What follows belongs to an exercise in optimizing a design on an open flow for small area, a short achievable clock period and few clock cycles per item; a production flow would make more cautious choices.
In this exercise RTL edits were held to simulation tests only and were not proved equivalent to the original.
Power is estimated from default activity; no workload was simulated.

// pipe_divider
module pipe_divider (
    input  logic        clk,
    input  logic        rst,
    input  logic        in_valid,
    output logic        in_ready,
    input  logic [31:0] dividend,
    input  logic [31:0] divisor,
    output logic        out_valid,
    input  logic        out_ready,
    output logic [31:0] quotient,
    output logic [31:0] remainder,
    output logic        div_by_zero
);
export LEC_CHECK = 0
export ABC_AREA = 1
export CAP_MARGIN = 20
export CORE_MARGIN = 2
export CORE_UTILIZATION = 40
export CTS_BUF_LIST = sky130_fd_sc_hd__clkbuf_8
export CTS_CLUSTER_DIAMETER = 120
export CTS_CLUSTER_SIZE = 40
export SETUP_SLACK_MARGIN = 2.8
export SLEW_MARGIN = 20
create_clock -name core_clock -period 5.5 [get_ports {clk}]
standard.sh (not shown) runs the stock make flow with config.mk's settings and CLKGATE_MAP_FILE= SYNTH_SCRIPT=/design/flow/synth_recipe.tcl, a recipe that flattens the netlist after the stock synthesis.
==> flow/flow/run.sh <==
#!/bin/bash
# Standard layout (the standard.sh, unchanged synthesis and steps), except that the
# port buffers that global placement inserts use the smallest plain buffer instead of
# the delay buffer buffer_ports picks by default. Each port still gets its own buffer.
set -euo pipefail
export BUFFER_PORTS_ARGS="-buffer_cell sky130_fd_sc_hd__buf_1"
bash standard.sh > standard.log 2>&1
Testbench counts at the start, summed over its fixed seeds: cycles 69,732, items 8,000.
Next try:
==> flow/flow/run.sh (replaced) <==
#!/bin/bash
# Standard layout (the standard.sh: same synthesis script and steps), except:
# - the port buffers that global placement inserts use the smallest plain buffer instead
#   of the delay buffer buffer_ports picks by default; each port still gets its own buffer;
# - clock tree synthesis runs without dummy load cells.
set -euo pipefail
export BUFFER_PORTS_ARGS="-buffer_cell sky130_fd_sc_hd__buf_1"
export CTS_ARGS="-sink_clustering_enable -repair_clock_nets -buf_list sky130_fd_sc_hd__clkbuf_8 -dont_use_dummy_load"
bash standard.sh > standard.log 2>&1
- CTS_CLUSTER_DIAMETER: 120 -> default
- CTS_CLUSTER_SIZE: 40 -> default
Effect:
- non-clock buffer count falls by 2
- cell area falls by 1.5%
- wire length rises by about 1%
- sequential power barely changes
Next try:
--- a/flow/flow/run.sh
+++ b/flow/flow/run.sh
@@ -5 +5 @@
-# - clock tree synthesis runs without dummy load cells.
+# - no adder-cell mapping (ADDER_MAP_FILE empty), so ABC maps the arithmetic as plain gates.
@@ -8,2 +8 @@
-export CTS_ARGS="-sink_clustering_enable -repair_clock_nets -buf_list sky130_fd_sc_hd__clkbuf_8 -dont_use_dummy_load"
-bash standard.sh > standard.log 2>&1
+bash standard.sh ADDER_MAP_FILE= finish > standard.log 2>&1
- ABC_AREA: 1 -> default
- SETUP_SLACK_MARGIN: 2.8 -> 2.2
After rerunning:
- routed wire length came out lower by 13%
- total power climbs by 7.1%
- critical path depth is higher by 8
Next try:
==> flow/flow/run.sh (replaced) <==
#!/bin/bash
# Standard layout (the standard.sh, unchanged synthesis and steps), except that the
# port buffers that global placement inserts use the smallest plain buffer instead of
# the delay buffer buffer_ports picks by default. Each port still gets its own buffer.
set -euo pipefail
export BUFFER_PORTS_ARGS="-buffer_cell sky130_fd_sc_hd__buf_1"
bash standard.sh > standard.log 2>&1
- ABC_AREA: default -> 1
- CORE_UTILIZATION: 40 -> 55
- SETUP_SLACK_MARGIN: 2.2 -> 2.7
Clock-buffer cell count does not change.
Power came out higher by 6.6%.
Die area came out lower by 23%.
Routed wire length increases by 8.2%.
Next try:
- CORE_UTILIZATION: 55 -> 40
- SETUP_SLACK_MARGIN: 2.7 -> 2.8
=> The changed run finished clean. First-iteration DRC count falls by 14%. Core utilization falls by 17 points. Synthesized cell count stays the same. Clock power falls by 3.3%.
Next try:
- ABC_AREA: 1 -> default
- SETUP_SLACK_MARGIN: 2.8 -> 2.2
After rerunning:
- clock-buffer cell count increases by 2
- synthesized area decreases by 3.7%
- clock skew decreases by 0.0092 ns
- non-clock buffer count decreases by 1
- synthesized cell count decreases by 25%
- cell area decreases by 4.1%
- utilization decreases by 0.23 points
- first-iteration DRC count decreases by 15%


Setup of job 9917:
The RTL this note starts from:
==> flow/design.v <==
package pipe_divider_pkg;
    localparam int W = 32;
endpackage
module pipe_divider_lzc (
    input  logic [31:0] x,
    output logic [5:0]  n
);
    logic [31:0]  z;
    logic [31:0]  nz;
    logic [159:0] c;
    logic [159:0] nc;
    integer       l;
    integer       i;
    always_comb begin
        z  = ~x;
        c  = '0;
        nz = '0;
        nc = '0;
        for (l = 0; l < 5; l = l + 1) begin
            nz = '0;
            nc = '0;
            for (i = 0; i < 16; i = i + 1) begin
                nz[i] = z[2*i+1] & z[2*i];
                nc[i*5 +: 5] = z[2*i+1] ? (c[(2*i)*5 +: 5] | (5'd1 << l)) : c[(2*i+1)*5 +: 5];
            end
            z = nz;
            c = nc;
        end
        n = z[0] ? 6'd32 : {1'b0, c[4:0]};
    end
endmodule
module pipe_divider (
    input  logic        clk,
    input  logic        rst,
    input  logic        in_valid,
    output logic        in_ready,
    input  logic [31:0] dividend,
    input  logic [31:0] divisor,
    output logic        out_valid,
    input  logic        out_ready,
    output logic [31:0] quotient,
    output logic [31:0] remainder,
    output logic        div_by_zero
);
    logic        s_idle;
    logic        s_align;
    logic        s_step;
    logic        s_done;
    logic [31:0] rem;      
    logic [31:0] dv;       
    logic [31:0] q;        
    logic [4:0]  cnt;      
    logic        dz;
    logic [4:0]  ca;       
    logic [4:0]  cb;       
    logic        shz;      
    logic [5:0]  clz_a;
    logic [5:0]  clz_b;
    logic [31:0] a_smear;
    logic        b_zero;
    logic        fin;
    logic        accept;
    logic        leave;
    logic [4:0]  shamt;
    logic        step;
    logic        last;
    logic [31:0] diff;
    logic        ge;
    pipe_divider_lzc u_lzc_a (.x(dividend), .n(clz_a));
    pipe_divider_lzc u_lzc_b (.x(divisor),  .n(clz_b));
    always_comb begin
        a_smear[31] = dividend[31];
        for (int i = 30; i >= 0; i--)
            a_smear[i] = a_smear[i+1] | dividend[i];
    end
    assign b_zero = (divisor == 32'd0);
    assign fin    = b_zero || |(divisor & ~a_smear);
    assign out_valid = s_done;
    assign leave     = s_done && out_ready;
    assign in_ready  = s_idle || leave;
    assign accept    = in_valid && in_ready;
    assign shamt = cb - ca;
    assign step  = s_step || (s_align && shz);
    assign last  = s_step ? (cnt == 5'd0) : shz;
    assign ge   = rem >= dv;
    assign diff = rem - dv;
    always_ff @(posedge clk or posedge rst)
        if (rst) begin
            s_idle  <= 1'b1;
            s_align <= 1'b0;
            s_step  <= 1'b0;
            s_done  <= 1'b0;
        end else begin
            s_idle  <= (s_idle || leave) && !in_valid;
            s_align <= accept && !fin;
            s_step  <= (s_align && !shz) || (s_step && cnt != 5'd0);
            s_done  <= (accept && fin) || ((s_align || s_step) && last) || (s_done && !out_ready);
        end
    always_ff @(posedge clk) begin
        ca  <= clz_a[4:0];
        cb  <= clz_b[4:0];
        shz <= (clz_a == clz_b);
        if (accept)
            dv <= divisor;
        else if (s_align)
            dv <= dv << shamt;
        else
            dv <= dv >> 1;
        if (s_align)
            cnt <= shamt;
        else
            cnt <= cnt - 5'd1;
    end
    always_ff @(posedge clk) begin
        if (accept) begin
            rem <= dividend;
            q   <= {32{b_zero}};
            dz  <= b_zero;
        end else if (step) begin
            if (ge)
                rem <= diff;
            q   <= {q[30:0], ge};
        end
    end
    assign quotient    = q;
    assign remainder   = rem;
    assign div_by_zero = dz;
endmodule
==> flow/config.mk <==
export PLATFORM = sky130hd
export DESIGN_NAME = pipe_divider
export DESIGN_NICKNAME = pipe_divider
export VERILOG_FILES = /design/flow/design.v
export SDC_FILE = /design/flow/constraint.sdc
export NUM_CORES = 4
export LEC_CHECK = 0
export ABC_AREA = 1
export CAP_MARGIN = 20
export CORE_MARGIN = 2
export CORE_UTILIZATION = 30
export CTS_BUF_LIST = sky130_fd_sc_hd__clkbuf_8
export SETUP_SLACK_MARGIN = 2.8
export SLEW_MARGIN = 20
==> flow/constraint.sdc <==
create_clock -name core_clock -period 5.5 [get_ports {clk}]
set_input_delay 1.1000 -clock core_clock [delete_from_list [all_inputs] [get_ports {clk}]]
set_output_delay 1.1000 -clock core_clock [all_outputs]
set_load 0.01 [all_outputs]
==> flow/flow/run.sh <==
#!/bin/bash
# Standard layout (the standard.sh, unchanged synthesis and steps), except that the
# port buffers that global placement inserts use the smallest plain buffer instead of
# the delay buffer buffer_ports picks by default. Each port still gets its own buffer.
set -euo pipefail
export BUFFER_PORTS_ARGS="-buffer_cell sky130_fd_sc_hd__buf_1"
bash standard.sh > standard.log 2>&1
Job 9917 ended with every stage complete and zero timing, DRC or antenna violations.
Testbench counts of job 9917, summed over its fixed seeds: cycles 69,732, items 8,000.
--- input diff job 9917..job 2250 ---
- a change of SETUP_SLACK_MARGIN from 2.8 to 2.5
- a change of CORE_UTILIZATION from 30 to 40
Notes after the runs:
Re register-to-register path setup slack: job 9917 and job 2250 aren't equal, and the higher value belongs to job 9917.
Job 2250 vs. job 9917: worst path required time did not really move; worst reg-to-reg path cell count higher.
diff inputs: job 2250 => job 4650
- a change of SETUP_SLACK_MARGIN from 2.5 to 2.2
Findings:
From job 2250 to job 4650 the numbers moved as follows: number of stages on the worst hold path comparable, worst hold margin now smaller. Job 4650 has less setup slack than job 2250. Job 4650 vs job 2250 — routability-driven placement congestion ratio climbed by a few percent. Looking at share of the clock period used by the worst path, job 4650 sits 4.4 points above job 2250. Between job 4650 and job 2250, it is job 4650 whose total of cells resized after clock tree synthesis is lower, by 6. Global route total overflow came out exactly the same in job 4650 and job 2250. Global routing met1 resource utilization: job 4650 vs job 2250 down 1.8 points. After detailed routing, job 2250 needs more wire than job 4650.


run A:
Starts from the design.v that is shown in full above.
export LEC_CHECK = 0
export ABC_AREA = 1
export CAP_MARGIN = 20
export CORE_MARGIN = 2
export CORE_UTILIZATION = 40
export CTS_BUF_LIST = sky130_fd_sc_hd__clkbuf_8
export SETUP_SLACK_MARGIN = 3.1
export SLEW_MARGIN = 20
create_clock -name core_clock -period 5.5 [get_ports {clk}]
Scripts as last shown in full above: flow/flow/run.sh
Testbench counts of run A, summed over its fixed seeds: cycles 69,732, items 8,000.
## Diff of input files: run B against run A
- clearing ABC_AREA, which used to be 1
- swapping 3.1 for 1.8 in SETUP_SLACK_MARGIN
Results
- Sum of buffers and inverters on the critical path was higher in run A than in run B.
- [run B] delay of the slowest critical-path stage rose 0.98 ns relative to run A
- Of the two values seen for highest-delay cell along the critical path, sky130_fd_sc_hd__a21oi_4 was produced by run A and sky130_fd_sc_hd__fa_4 by run B.
- Lower relative slew slack goes to run B over run A.
- Summed instance area of the synthesized netlist (run B vs. run A) decreases by a few percent
- Highest attainable clock frequency in run B is 24% lower than in run A
- From run A to run B the numbers moved as follows: number of global-route vias before repair went down by 13%; via count went down by 21%.
- Of the two candidates, run A has the better slack of the critical path and run B the worse one.
- Going from run A to run B, hold slack grows by 0.028 ns.
- Run A → run B: area of the die now smaller; total core area saw a decrease.
#### Input delta (run C over run B)
- an added ABC_AREA of 1
- an added GPL_TIMING_DRIVEN of 0
- a change of SETUP_SLACK_MARGIN from 1.8 to 2.8
--- outcome ---
Delta (run C minus run B): critical-path maximum fanout down 10, DRC violations left flat, site row count up 1, count of clock-buffer cells in the layout down 4, chip width up about 1.9%. Clock skew: higher on run C. Run C vs run B: final critical-path setup slack up. Looking only at met1 routed wirelength after detailed routing, and setting everything else aside, the higher value of run B and run C goes to run C. Run C has inverter count of the layout excluding clock inverters above what run B had.
Edits applied to the flow inputs when going from run C to run D:
- SETUP_SLACK_MARGIN now 2.2, was 2.8
- GPL_TIMING_DRIVEN no longer set, was 0
==> flow/flow/run.sh <==
#!/bin/bash
# Standard layout (the standard.sh: same synthesis script and steps), except:
# - the port buffers that global placement inserts use the smallest plain buffer instead
#   of the delay buffer buffer_ports picks by default; each port still gets its own buffer;
# - no adder-cell mapping (ADDER_MAP_FILE empty), so ABC maps the arithmetic as plain gates.
set -euo pipefail
export BUFFER_PORTS_ARGS="-buffer_cell sky130_fd_sc_hd__buf_1"
bash standard.sh ADDER_MAP_FILE= finish > standard.log 2>&1
For the share of the cycle needed by the critical path after routing, run D came in 5.9 points higher than run C did. Going from run C to run D, placed instance count +about 20%, setup slack has decreased, met2 wirelength from detailed routing went up 1.0%, cell area now sits higher, initial antenna violation count has remained practically unchanged. Run D completed; timing, DRC and antenna clean. On fraction of area in multi-input gates, the lower figure sits with run C, not run D. In terms of initial standard-cell utilization of the core, run D and run C differ only marginally.
Input changes introduced in run E (baseline for comparison: run D):
- SETUP_SLACK_MARGIN changed from 2.2 to 2.65
==> flow/flow/run.sh <==
#!/bin/bash
# Standard layout (the standard.sh, unchanged synthesis and steps), except that the
# port buffers that global placement inserts use the smallest plain buffer instead of
# the delay buffer buffer_ports picks by default. Each port still gets its own buffer.
set -euo pipefail
export BUFFER_PORTS_ARGS="-buffer_cell sky130_fd_sc_hd__buf_1"
bash standard.sh > standard.log 2>&1
==> comparison <==
Run E — multi-input combinational area share 0.49 points lower, run D as reference. Area growth from synthesis to final layout (run E over run D): increase, 3.1 points. Summary: with run D as the reference, tap cell count in run E moved down by more than 10%. Run E ends up with a worst setup slack that is 0.32 ns higher than in run D.

[what the ideal ports hide]
The results above use ideal ports. As a check the final layouts listed here were re-extracted and re-timed, cells and wires unchanged. Step 1 (the two cells are an assumption about what drives the block):
set clk [get_ports {clk}]
set_driving_cell -lib_cell sky130_fd_sc_hd__clkbuf_16 $clk
set_driving_cell -lib_cell sky130_fd_sc_hd__buf_2 [delete_from_list [all_inputs] $clk]
Step 2, shift: input delay + t, output delay - t, t = (earliest + latest rising clock arrival at the registers) / 2. This alone moves slack from input paths to output paths. Three values: ideal, step 1, step 2; two values: the first two.
run | t (ns) | slack for setup (ns) | worst data-port slew with drivers (ns)
the first run of note 1 | 0.504 | 2.826 / 2.802 / 2.429 | 0.04
the second run of note 1 | 0.484 | 2.826 / 2.802 / 2.389 | 0.04
the third run of note 1 | 0.510 | 2.214 / 2.214 / 1.955 | 0.06
the fourth run of note 1 | 0.507 | 2.754 / 2.754 / 2.332 | 0.04
the fifth run of note 1 | 0.504 | 2.826 / 2.802 / 2.429 | 0.04
the sixth run of note 1 | 0.492 | 2.256 / 2.256 / 1.931 | 0.08
job 9917 | 0.492 | 2.818 / 2.809 / 2.421 | 0.04
job 2250 | 0.506 | 2.626 / 2.626 / 2.284 | 0.04
job 4650 | 0.493 | 2.385 / 2.385 / 2.025 | 0.04
run A | 0.516 | 2.906 / 2.874 / 2.587 | 0.04
run B | 0.485 | 2.105 / 2.105 / 1.837 | 0.06
run C | 0.506 | 2.774 / 2.774 / 2.393 | 0.04
run D | 0.510 | 2.452 / 2.452 / 2.041 | 0.06
run E | 0.504 | 2.768 / 2.744 / 2.386 | 0.04
After both steps every run listed still meets setup and hold. For the second run of note 1, which loses most, drivers alone change the setup slack by -0.024 ns; drivers and shift together by -0.437 ns.
